Background: an optimization exercise with open tools, aiming at a short achievable clock period and few clock cycles per item. Do not read the settings as production practice. In this exercise RTL edits were held to simulation tests only and were not proved equivalent to the original.

==> job 5392 <==
==> flow/design.v (excerpt) <==
module dvs_hssl_router_top
(
  input  logic                          pl_clk0_buf_int,
  input  logic                          rst_n,
  input  hssl_pkg::cfg_addr_t                     cfg_addr,
  input  hssl_pkg::key_t                          cfg_wdata,
  input  logic                          cfg_en,
  input  hssl_pkg::key_t                          evt_data,
  input  logic                          evt_vld,
  output logic                          evt_rdy,
  output hssl_pkg::key_t                          out_key,
  output logic [8-1:0] out_vld,
  input  logic [8-1:0] out_rdy,
  output hssl_pkg::key_t                          routed_count,
  output hssl_pkg::key_t                          dropped_count
);
  hssl_pkg::key_t         mp_key;
  hssl_pkg::fmsk_array_t  mp_fmsk;
  hssl_pkg::fsft_array_t  mp_fsft;
  hssl_pkg::key_array_t   rt_key;
  hssl_pkg::key_array_t   rt_mask;
  hssl_pkg::route_array_t rt_route;
  hssl_pkg::key_t         drop_wait;
  logic                   dw_zero;
  logic                   dw_one;
  logic                   dw_two;
  hssl_pkg::key_t         map_key;
  logic                   map_vld;
  hssl_pkg::key_t         rtd_key;
  hssl_pkg::route_t       rtd_route;
  logic                   rtd_push;
  logic                   rtd_miss;
  logic         timer_start;
  logic         timer_started;
  logic         timer_expired;
  logic         cnt_routed;
  logic         cnt_timeout;
  logic         cnt_timeout_h;
  logic         cnt_miss;
  config_regs cr (
      .pl_clk0_buf_int (pl_clk0_buf_int)
    , .rst_n           (rst_n)
    , .cfg_addr        (cfg_addr)
  ...
Settings: LEC_CHECK=0, ABC_CLOCK_PERIOD_IN_PS=1500, CAP_MARGIN=20, CORE_MARGIN=2, CORE_UTILIZATION=60, CTS_CLUSTER_DIAMETER=150, CTS_CLUSTER_SIZE=20, SETUP_SLACK_MARGIN=2.2, SLEW_MARGIN=20; clock period 4.0 ns.
run.sh (not shown) runs the stock make flow with config.mk's settings and CLKGATE_MAP_FILE= SYNTH_SCRIPT=/design/flow/synth_recipe.tcl, a recipe that flattens the netlist after the stock synthesis.
==> job 2956 (differences from job 5392) <==
--- a/flow/design.v
+++ b/flow/design.v
@@ -15,13 +15,12 @@
   input  logic         rst_n,
   input  hssl_pkg::cfg_addr_t    cfg_addr,
   input  hssl_pkg::key_t         cfg_wdata,
   input  logic         cfg_en,
   input  logic         cnt_routed,    
   input  logic         cnt_timeout,   
-  input  logic         cnt_timeout_h, 
   input  logic         cnt_miss,      
   output hssl_pkg::key_t         mp_key,
   output hssl_pkg::fmsk_array_t  mp_fmsk,
   output hssl_pkg::fsft_array_t  mp_fsft,
   output hssl_pkg::key_array_t   rt_key,
   output hssl_pkg::key_array_t   rt_mask,
@@ -79,81 +78,35 @@
   localparam int NCH = 32 / CB;
   logic [NCH-1:1] r_ones;       
   logic [NCH-1:1] d_ones;       
   logic [NCH-1:1] r_cin;        
   logic [NCH-1:1] d_cin_n;      
   logic [NCH-1:1] d_cin_t;      
-  logic [CB-1:0]  r_t1;         
-  logic [CB-1:0]  d_t1;         
-  logic [CB-1:0]  d_t2;         
-  logic [CB-1:0]  d_t1h;        
-  logic           r_c1;         
-  logic           d_c1;         
-  logic           d_c2;         
-  logic           d_co_n;       
-  logic           d_co_t;       
-  hssl_pkg::key_t r_tog;        
-  hssl_pkg::key_t d_tog_n;      
-  hssl_pkg::key_t d_tog_t;      
-  logic [NCH-1:1] r_ones_t;     
-  logic [NCH-1:1] d_ones_n;     
-  logic [NCH-1:1] d_ones_t;     
-  hssl_pkg::key_t r_t1a;        
-  hssl_pkg::key_t d_t1a;        
+  logic [NCH-1:1] r_up;
+  logic [NCH-1:1] d_up;
+  logic [CB:0]    d_lo_n;       
+  logic [CB:0]    d_lo_t;       
+  logic [CB:0]    r_lo;
+  assign r_lo   = {1'b0, routed_count[CB-1:0]} + (CB+1)'(1);
+  assign d_lo_n = {1'b0, dropped_count[CB-1:0]} + (CB+1)'(cnt_miss);
+  assign d_lo_t = {1'b0, dropped_count[CB-1:0]} + (CB+1)'(cnt_miss) + (CB+1)'(1);
   always_comb
   begin
-    for (int k = 0; k < NCH; k++)
-    begin
-      r_t1a[k*CB] = 1'b1;
-      d_t1a[k*CB] = 1'b1;
-      for (int b = 1; b < CB; b++)
-      begin
-        r_t1a[k*CB + b] = r_t1a[k*CB + b - 1] & routed_count[k*CB + b - 1];
-        d_t1a[k*CB + b] = d_t1a[k*CB + b - 1] & dropped_count[k*CB + b - 1];
-      end
-    end
-    d_t1h[0] = 1'b1;
-    for (int b = 1; b < CB; b++)
-      d_t1h[b] = d_t1h[b-1] & ((b < CB - 1) ? dropped_count[b] : 1'b0);
-  end
-  assign r_t1   = r_t1a[CB-1:0];
-  assign d_t1   = d_t1a[CB-1:0];
-  assign d_t2   = {d_t1h[CB-2:0], 1'b0};
-  assign r_c1   = &routed_count[CB-1:0];
-  assign d_c1   = &dropped_count[CB-1:0];
-  assign d_c2   = &dropped_count[CB-1:1];
-  assign d_co_n = cnt_miss && d_c1;
-  assign d_co_t = cnt_miss ? d_c2 : d_c1;
-  always_comb
-  begin
-    r_tog   = '0;
-    d_tog_n = '0;
-    d_tog_t = '0;
-    r_tog[CB-1:0]   = r_t1;
-    d_tog_n[CB-1:0] = cnt_miss ? d_t1 : '0;
-    d_tog_t[CB-1:0] = cnt_miss ? d_t2 : d_t1;
     for (int k = 1; k < NCH; k++)
     begin
-      r_cin[k]   = r_c1;
-      d_cin_n[k] = d_co_n;
-      d_cin_t[k] = d_co_t;
+      r_cin[k]   = r_lo[CB];
+      d_cin_n[k] = d_lo_n[CB];
+      d_cin_t[k] = d_lo_t[CB];
       for (int j = 1; j < k; j++)
       begin
         r_cin[k]   = r_cin[k]   && r_ones[j];
         d_cin_n[k] = d_cin_n[k] && d_ones[j];
         d_cin_t[k] = d_cin_t[k] && d_ones[j];
       end
-      if (r_cin[k])
-        r_tog[k*CB +: CB] = r_t1a[k*CB +: CB];
-      if (d_cin_n[k])
-        d_tog_n[k*CB +: CB] = d_t1a[k*CB +: CB];
-      if (d_cin_t[k])
-        d_tog_t[k*CB +: CB] = d_t1a[k*CB +: CB];
-      r_ones_t[k] = r_cin[k]   ? (routed_count[k*CB +: CB]  == {{(CB-1){1'b1}}, 1'b0}) : r_ones[k];
-      d_ones_n[k] = d_cin_n[k] ? (dropped_count[k*CB +: CB] == {{(CB-1){1'b1}}, 1'b0}) : d_ones[k];
-      d_ones_t[k] = d_cin_t[k] ? (dropped_count[k*CB +: CB] == {{(CB-1){1'b1}}, 1'b0}) : d_ones[k];
+      r_up[k] = cnt_routed && r_cin[k];
+      d_up[k] = cnt_timeout ? d_cin_t[k] : d_cin_n[k];
     end
   end
   always_ff @(posedge pl_clk0_buf_int)
   begin
     if (!rst_n)
     begin
@@ -161,20 +114,28 @@
       dropped_count <= '0;
       r_ones        <= '0;
       d_ones        <= '0;
     end
     else
     begin
-      routed_count  <= routed_count ^ (cnt_routed ? r_tog : '0);
-      dropped_count[32/2-1:0] <= dropped_count[32/2-1:0]
-                                          ^ (cnt_timeout ? d_tog_t[32/2-1:0] : d_tog_n[32/2-1:0]);
-      dropped_count[32-1:32/2] <= dropped_count[32-1:32/2]
-                                          ^ (cnt_timeout_h ? d_tog_t[32-1:32/2] : d_tog_n[32-1:32/2]);
-      r_ones        <= cnt_routed  ? r_ones_t : r_ones;
-      d_ones[NCH/2-1:1]   <= cnt_timeout   ? d_ones_t[NCH/2-1:1]   : d_ones_n[NCH/2-1:1];
-      d_ones[NCH-1:NCH/2] <= cnt_timeout_h ? d_ones_t[NCH-1:NCH/2] : d_ones_n[NCH-1:NCH/2];
+      if (cnt_routed)
+        routed_count[CB-1:0] <= r_lo[CB-1:0];
+      dropped_count[CB-1:0] <= cnt_timeout ? d_lo_t[CB-1:0] : d_lo_n[CB-1:0];
+      for (int k = 1; k < NCH; k++)
+      begin
+        if (r_up[k])
+        begin
+          routed_count[k*CB +: CB] <= routed_count[k*CB +: CB] + CB'(1);
+          r_ones[k]                <= (routed_count[k*CB +: CB] == CB'(2**CB - 2));
+        end
+        if (d_up[k])
+        begin
+          dropped_count[k*CB +: CB] <= dropped_count[k*CB +: CB] + CB'(1);
+          d_ones[k]                 <= (dropped_count[k*CB +: CB] == CB'(2**CB - 2));
+        end
+      end
     end
   end
 endmodule
 `timescale 1ns/10ps
 module event_mapper
 (
@@ -189,31 +150,36 @@
   output hssl_pkg::key_t        map_key,
   output logic        map_vld
 );
   localparam int KB = 32;
   localparam int SB = 6;
   localparam int NM = 4;
+  hssl_pkg::key_t s0_data;
+  logic           s0_vld;
   logic [NM*KB-1:0] s1_fld;
   logic             s1_vld;
   always_ff @(posedge pl_clk0_buf_int)
   begin
+    s0_data <= evt_data;
     if (!rst_n)
     begin
+      s0_vld  <= 1'b0;
       s1_vld  <= 1'b0;
       map_vld <= 1'b0;
     end
     else
     begin
-      s1_vld  <= evt_vld && evt_rdy;
+      s0_vld  <= evt_vld && evt_rdy;
+      s1_vld  <= s0_vld;
       map_vld <= s1_vld;
     end
   end
   always_ff @(posedge pl_clk0_buf_int)
   begin
     for (int i = 0; i < NM; i++)
-      s1_fld[i*KB +: KB] <= (evt_data & mp_fmsk[i*KB +: KB]) >> mp_fsft[i*SB +: 3];
+      s1_fld[i*KB +: KB] <= (s0_data & mp_fmsk[i*KB +: KB]) >> mp_fsft[i*SB +: 3];
   end
   hssl_pkg::key_t key_nxt;
   always_comb
   begin
     key_nxt = mp_key;
     for (int i = 0; i < NM; i++)
@@ -297,27 +263,26 @@
   input  logic pl_clk0_buf_int,
   input  logic rst_n,
   input  logic dw_zero,               
   input  logic dw_one,                
   input  logic dw_two,                
   input  hssl_pkg::key_t drop_wait,   
-  input  logic timer_start,           
   input  logic timer_started,         
   output logic timer_expired
 );
   hssl_pkg::key_t next_no;
+  logic           exp_q;
+  assign timer_expired = timer_started ? dw_one : exp_q;
   always_ff @(posedge pl_clk0_buf_int)
   begin
     if (!rst_n)
-      timer_expired <= 1'b0;
-    else if (timer_start)
-      timer_expired <= dw_one;
+      exp_q <= 1'b0;
     else if (timer_started)
-      timer_expired <= dw_two;
+      exp_q <= dw_two;
     else
-      timer_expired <= !dw_zero && (next_no == drop_wait);
+      exp_q <= !dw_zero && (next_no == drop_wait);
   end
   always_ff @(posedge pl_clk0_buf_int)
   begin
     if (timer_started)
       next_no <= hssl_pkg::key_t'(3);
     else
@@ -339,18 +304,16 @@
   input  hssl_pkg::route_t                        rtd_route,
   input  logic                          rtd_push,
   input  logic                          rtd_miss,
   output hssl_pkg::key_t                          out_key,
   output logic [8-1:0] out_vld,
   input  logic [8-1:0] out_rdy,
-  output logic                          timer_start,
   output logic                          timer_started,
   input  logic                          timer_expired,
   output logic                          cnt_routed,
   output logic                          cnt_timeout,
-  output logic                          cnt_timeout_h,
   output logic                          cnt_miss
 );
   localparam int KB = 32;
   localparam int NC = 8;
   localparam int BD = DEPTH / 2;    
   localparam int EB = KB + NC + 3;
@@ -381,14 +344,14 @@
       if (rtd_push && (wr_ptr == AW'(2*i)))
         bank0[i] <= {rtd_route, push_chan, rtd_key};
       if (rtd_push && (wr_ptr == AW'(2*i + 1)))
         bank1[i] <= {rtd_route, push_chan, rtd_key};
     end
   end
-  assign rd0_now = rd0;
-  assign rd1_now = rd1;
+  assign rd0_now = (timer_started &&  hsel) ? {rd0[BD-2:0], rd0[BD-1]} : rd0;
+  assign rd1_now = (timer_started && !hsel) ? {rd1[BD-2:0], rd1[BD-1]} : rd1;
   logic [EB-1:0] read0;
   logic [EB-1:0] read1;
   always_comb
   begin
     read0 = '0;
     read1 = '0;
@@ -413,67 +376,51 @@
       head_vld = '0;
   end
   logic             active;
   logic             free;        
   logic             chan_rdy;    
   logic             cnt_rdy;     
-  logic             to_rdy;      
-  logic             to_rdy_h;    
   logic             load;        
   logic             load_key;    
   logic             take;
   logic [NC-1:0]    vld_n;
   hssl_pkg::route_t chan;
-  logic [NC-1:0]    vld_t;
-  logic [NC-1:0]    vld_u;
   assign free     = !active || timer_expired;
   assign chan_rdy = |(~vld_n & out_rdy);
   assign cnt_rdy  = active && out_rdy[chan];
-  assign to_rdy   = |(vld_t & out_rdy);
-  assign to_rdy_h = |(vld_u & out_rdy);
   assign load     = cnt_rdy || free;
   assign load_key = chan_rdy || free;
   assign take     = load && q_nempty;
-  assign timer_start = take;
   assign cnt_routed  = cnt_rdy;
-  assign cnt_timeout = active && timer_expired && !to_rdy;
-  assign cnt_timeout_h = active && timer_expired && !to_rdy_h;
+  assign cnt_timeout = active && timer_expired && !cnt_rdy;
   always_ff @(posedge pl_clk0_buf_int)
   begin
     if (!rst_n)
     begin
       rd0           <= BD'(1);
       rd1           <= BD'(1);
       hsel          <= 1'b0;
       active        <= 1'b0;
       timer_started <= 1'b0;
       out_vld       <= '0;
       vld_n         <= '1;
-      vld_t         <= '1;
-      vld_u         <= {(NC/2){2'b01}};
       out_key       <= '0;
       chan          <= '0;
     end
     else
     begin
       timer_started <= take;
+      rd0           <= rd0_now;
+      rd1           <= rd1_now;
       if (take)
-      begin
         hsel <= !hsel;
-        if (hsel)
-          rd1 <= {rd1[BD-2:0], rd1[BD-1]};
-        else
-          rd0 <= {rd0[BD-2:0], rd0[BD-1]};
-      end
       if (load)
       begin
         active  <= q_nempty;
         out_vld <= head_vld;
         vld_n   <= ~head_vld;
-        vld_t   <= head_vld;
-        vld_u   <= head_vld;
         chan    <= head_route;
       end
       if (load_key)
         out_key <= head_key;
     end
   end
@@ -555,28 +502,25 @@
   hssl_pkg::key_t         map_key;
   logic                   map_vld;
   hssl_pkg::key_t         rtd_key;
   hssl_pkg::route_t       rtd_route;
   logic                   rtd_push;
   logic                   rtd_miss;
-  logic         timer_start;
   logic         timer_started;
   logic         timer_expired;
   logic         cnt_routed;
   logic         cnt_timeout;
-  logic         cnt_timeout_h;
   logic         cnt_miss;
   config_regs cr (
       .pl_clk0_buf_int (pl_clk0_buf_int)
     , .rst_n           (rst_n)
     , .cfg_addr        (cfg_addr)
     , .cfg_wdata       (cfg_wdata)
     , .cfg_en          (cfg_en)
     , .cnt_routed      (cnt_routed)
     , .cnt_timeout     (cnt_timeout)
-    , .cnt_timeout_h   (cnt_timeout_h)
     , .cnt_miss        (cnt_miss)
     , .mp_key          (mp_key)
     , .mp_fmsk         (mp_fmsk)
     , .mp_fsft         (mp_fsft)
     , .rt_key          (rt_key)
     , .rt_mask         (rt_mask)
@@ -617,13 +561,12 @@
       .pl_clk0_buf_int (pl_clk0_buf_int)
     , .rst_n           (rst_n)
     , .dw_zero         (dw_zero)
     , .dw_one          (dw_one)
     , .dw_two          (dw_two)
     , .drop_wait       (drop_wait)
-    , .timer_start     (timer_start)
     , .timer_started   (timer_started)
     , .timer_expired   (timer_expired)
     );
   router_ctrl rc (
       .pl_clk0_buf_int (pl_clk0_buf_int)
     , .rst_n           (rst_n)
@@ -633,15 +576,13 @@
     , .rtd_route       (rtd_route)
     , .rtd_push        (rtd_push)
     , .rtd_miss        (rtd_miss)
     , .out_key         (out_key)
     , .out_vld         (out_vld)
     , .out_rdy         (out_rdy)
-    , .timer_start     (timer_start)
     , .timer_started   (timer_started)
     , .timer_expired   (timer_expired)
     , .cnt_routed      (cnt_routed)
     , .cnt_timeout     (cnt_timeout)
-    , .cnt_timeout_h   (cnt_timeout_h)
     , .cnt_miss        (cnt_miss)
     );
 endmodule
==> job 9647 (differences from job 5392) <==
--- a/flow/design.v
+++ b/flow/design.v
@@ -15,13 +15,12 @@
   input  logic         rst_n,
   input  hssl_pkg::cfg_addr_t    cfg_addr,
   input  hssl_pkg::key_t         cfg_wdata,
   input  logic         cfg_en,
   input  logic         cnt_routed,    
   input  logic         cnt_timeout,   
-  input  logic         cnt_timeout_h, 
   input  logic         cnt_miss,      
   output hssl_pkg::key_t         mp_key,
   output hssl_pkg::fmsk_array_t  mp_fmsk,
   output hssl_pkg::fsft_array_t  mp_fsft,
   output hssl_pkg::key_array_t   rt_key,
   output hssl_pkg::key_array_t   rt_mask,
@@ -162,19 +161,15 @@
       r_ones        <= '0;
       d_ones        <= '0;
     end
     else
     begin
       routed_count  <= routed_count ^ (cnt_routed ? r_tog : '0);
-      dropped_count[32/2-1:0] <= dropped_count[32/2-1:0]
-                                          ^ (cnt_timeout ? d_tog_t[32/2-1:0] : d_tog_n[32/2-1:0]);
-      dropped_count[32-1:32/2] <= dropped_count[32-1:32/2]
-                                          ^ (cnt_timeout_h ? d_tog_t[32-1:32/2] : d_tog_n[32-1:32/2]);
+      dropped_count <= dropped_count ^ (cnt_timeout ? d_tog_t : d_tog_n);
       r_ones        <= cnt_routed  ? r_ones_t : r_ones;
-      d_ones[NCH/2-1:1]   <= cnt_timeout   ? d_ones_t[NCH/2-1:1]   : d_ones_n[NCH/2-1:1];
-      d_ones[NCH-1:NCH/2] <= cnt_timeout_h ? d_ones_t[NCH-1:NCH/2] : d_ones_n[NCH-1:NCH/2];
+      d_ones        <= cnt_timeout ? d_ones_t : d_ones_n;
     end
   end
 endmodule
 `timescale 1ns/10ps
 module event_mapper
 (
@@ -344,13 +339,12 @@
   input  logic [8-1:0] out_rdy,
   output logic                          timer_start,
   output logic                          timer_started,
   input  logic                          timer_expired,
   output logic                          cnt_routed,
   output logic                          cnt_timeout,
-  output logic                          cnt_timeout_h,
   output logic                          cnt_miss
 );
   localparam int KB = 32;
   localparam int NC = 8;
   localparam int BD = DEPTH / 2;    
   localparam int EB = KB + NC + 3;
@@ -414,45 +408,40 @@
   end
   logic             active;
   logic             free;        
   logic             chan_rdy;    
   logic             cnt_rdy;     
   logic             to_rdy;      
-  logic             to_rdy_h;    
   logic             load;        
   logic             load_key;    
   logic             take;
   logic [NC-1:0]    vld_n;
   hssl_pkg::route_t chan;
   logic [NC-1:0]    vld_t;
-  logic [NC-1:0]    vld_u;
   assign free     = !active || timer_expired;
   assign chan_rdy = |(~vld_n & out_rdy);
   assign cnt_rdy  = active && out_rdy[chan];
   assign to_rdy   = |(vld_t & out_rdy);
-  assign to_rdy_h = |(vld_u & out_rdy);
   assign load     = cnt_rdy || free;
   assign load_key = chan_rdy || free;
   assign take     = load && q_nempty;
   assign timer_start = take;
   assign cnt_routed  = cnt_rdy;
   assign cnt_timeout = active && timer_expired && !to_rdy;
-  assign cnt_timeout_h = active && timer_expired && !to_rdy_h;
   always_ff @(posedge pl_clk0_buf_int)
   begin
     if (!rst_n)
     begin
       rd0           <= BD'(1);
       rd1           <= BD'(1);
       hsel          <= 1'b0;
       active        <= 1'b0;
       timer_started <= 1'b0;
       out_vld       <= '0;
       vld_n         <= '1;
       vld_t         <= '1;
-      vld_u         <= {(NC/2){2'b01}};
       out_key       <= '0;
       chan          <= '0;
     end
     else
     begin
       timer_started <= take;
@@ -467,13 +456,12 @@
       if (load)
       begin
         active  <= q_nempty;
         out_vld <= head_vld;
         vld_n   <= ~head_vld;
         vld_t   <= head_vld;
-        vld_u   <= head_vld;
         chan    <= head_route;
       end
       if (load_key)
         out_key <= head_key;
     end
   end
@@ -560,23 +548,21 @@
   logic                   rtd_miss;
   logic         timer_start;
   logic         timer_started;
   logic         timer_expired;
   logic         cnt_routed;
   logic         cnt_timeout;
-  logic         cnt_timeout_h;
   logic         cnt_miss;
   config_regs cr (
       .pl_clk0_buf_int (pl_clk0_buf_int)
     , .rst_n           (rst_n)
     , .cfg_addr        (cfg_addr)
     , .cfg_wdata       (cfg_wdata)
     , .cfg_en          (cfg_en)
     , .cnt_routed      (cnt_routed)
     , .cnt_timeout     (cnt_timeout)
-    , .cnt_timeout_h   (cnt_timeout_h)
     , .cnt_miss        (cnt_miss)
     , .mp_key          (mp_key)
     , .mp_fmsk         (mp_fmsk)
     , .mp_fsft         (mp_fsft)
     , .rt_key          (rt_key)
     , .rt_mask         (rt_mask)
@@ -638,10 +624,9 @@
     , .out_rdy         (out_rdy)
     , .timer_start     (timer_start)
     , .timer_started   (timer_started)
     , .timer_expired   (timer_expired)
     , .cnt_routed      (cnt_routed)
     , .cnt_timeout     (cnt_timeout)
-    , .cnt_timeout_h   (cnt_timeout_h)
     , .cnt_miss        (cnt_miss)
     );
 endmodule
==> run_results.csv <==
group,metric,value,unit
synth,synth_cell_types,66,
final_layout,n_all_inverters,52,
setup_path,path_cells,"a22o_1 > a2111oi_4 > buf_6 > buf_4 > a31oi_2 > or4_1 > a21oi_1",
status,status,"timing/DRC/antenna clean",
die,dieArea,0.133,mm²
power_and_ir_drop,p_seq,22.2,mW
die,fp.dieH,365,µm
setup_path,crit-reg2reg-launch,"rc.vld_t[0]",
final_layout,area_growth,15.6,%
grt,use_met2,0.583,
grt,grt_max_degree,139,
(the above is from job 9647)
==> run_results.csv <==
group,metric,value,unit
final_layout,area_growth,19.2,%
setup_path,path_cells,"mux2_4 > o22a_1 > a2111oi_4 > buf_6 > buf_4 > buf_6 > o211ai_4 > or3_4 > a21oi_2",
power_and_ir_drop,p_seq,22.1,mW
die,dieArea,0.133,mm²
status,status,"timing/DRC/antenna clean",
final_layout,n_all_inverters,53,
grt,use_met2,0.581,
timing,max_freq,402,MHz
synth,synth_cell_types,69,
die,fp.dieH,365,µm
(the above is from job 2956)
==> run_results.csv <==
group,metric,value,unit
status,status,"timing/DRC/antenna clean",
die,dieArea,0.132,mm²
synth,synth_cell_types,70,
die,fp.dieH,364,µm
grt,use_met2,0.573,
setup_path,crit-reg2reg-launch,"rc.vld_u[4]",
grt,grt_max_degree,107,
power_and_ir_drop,p_seq,22.2,mW
(the above is from job 5392)
Testbench counts of job 5392, summed over its fixed seeds: cycles 3,913, items 3,200.
Testbench counts of job 2956, summed over its fixed seeds: cycles 3,922, items 3,200.
Testbench counts of job 9647, summed over its fixed seeds: cycles 3,913, items 3,200.

[separate check: timing with driven ports]
In the flow no input, the clock included, has a driving cell. The finished layouts below were timed again as built, in two steps. Step 1 sets driving cells, clkbuf_16 on the clock port and buf_2 on the other inputs (assumed; they add their load-dependent delay and slew). Step 2 times the ports against the registers' clock, not the clock port: input delays grow and output delays shrink by t, the midpoint of the rising clock arrivals with the driver on. Slacks: ideal / step 1 / step 2; pairs: ideal / step 1.
| run | t (ns) | slack for setup (ns) | hold slack, ns | worst setup path at the end | latest minus earliest clock arrival (ns) |
|---|---|---|---|---|---|
| job 5392 | 0.849 | 1.791 / 1.791 / 1.017 | 0.315 / 0.315 / 0.315 | input to register | 0.051 / 0.051 |
| job 2956 | 0.857 | 1.513 / 1.513 / 0.714 | 0.331 / 0.331 / 0.331 | input to register | 0.052 / 0.052 |
| job 9647 | 0.855 | 1.790 / 1.790 / 0.987 | 0.316 / 0.316 / 0.316 | input to register | 0.055 / 0.055 |
After both steps setup and hold are still met in every run listed. For job 9647, which loses most, drivers alone change the setup slack by 0.000 ns; drivers and shift together by -0.803 ns.
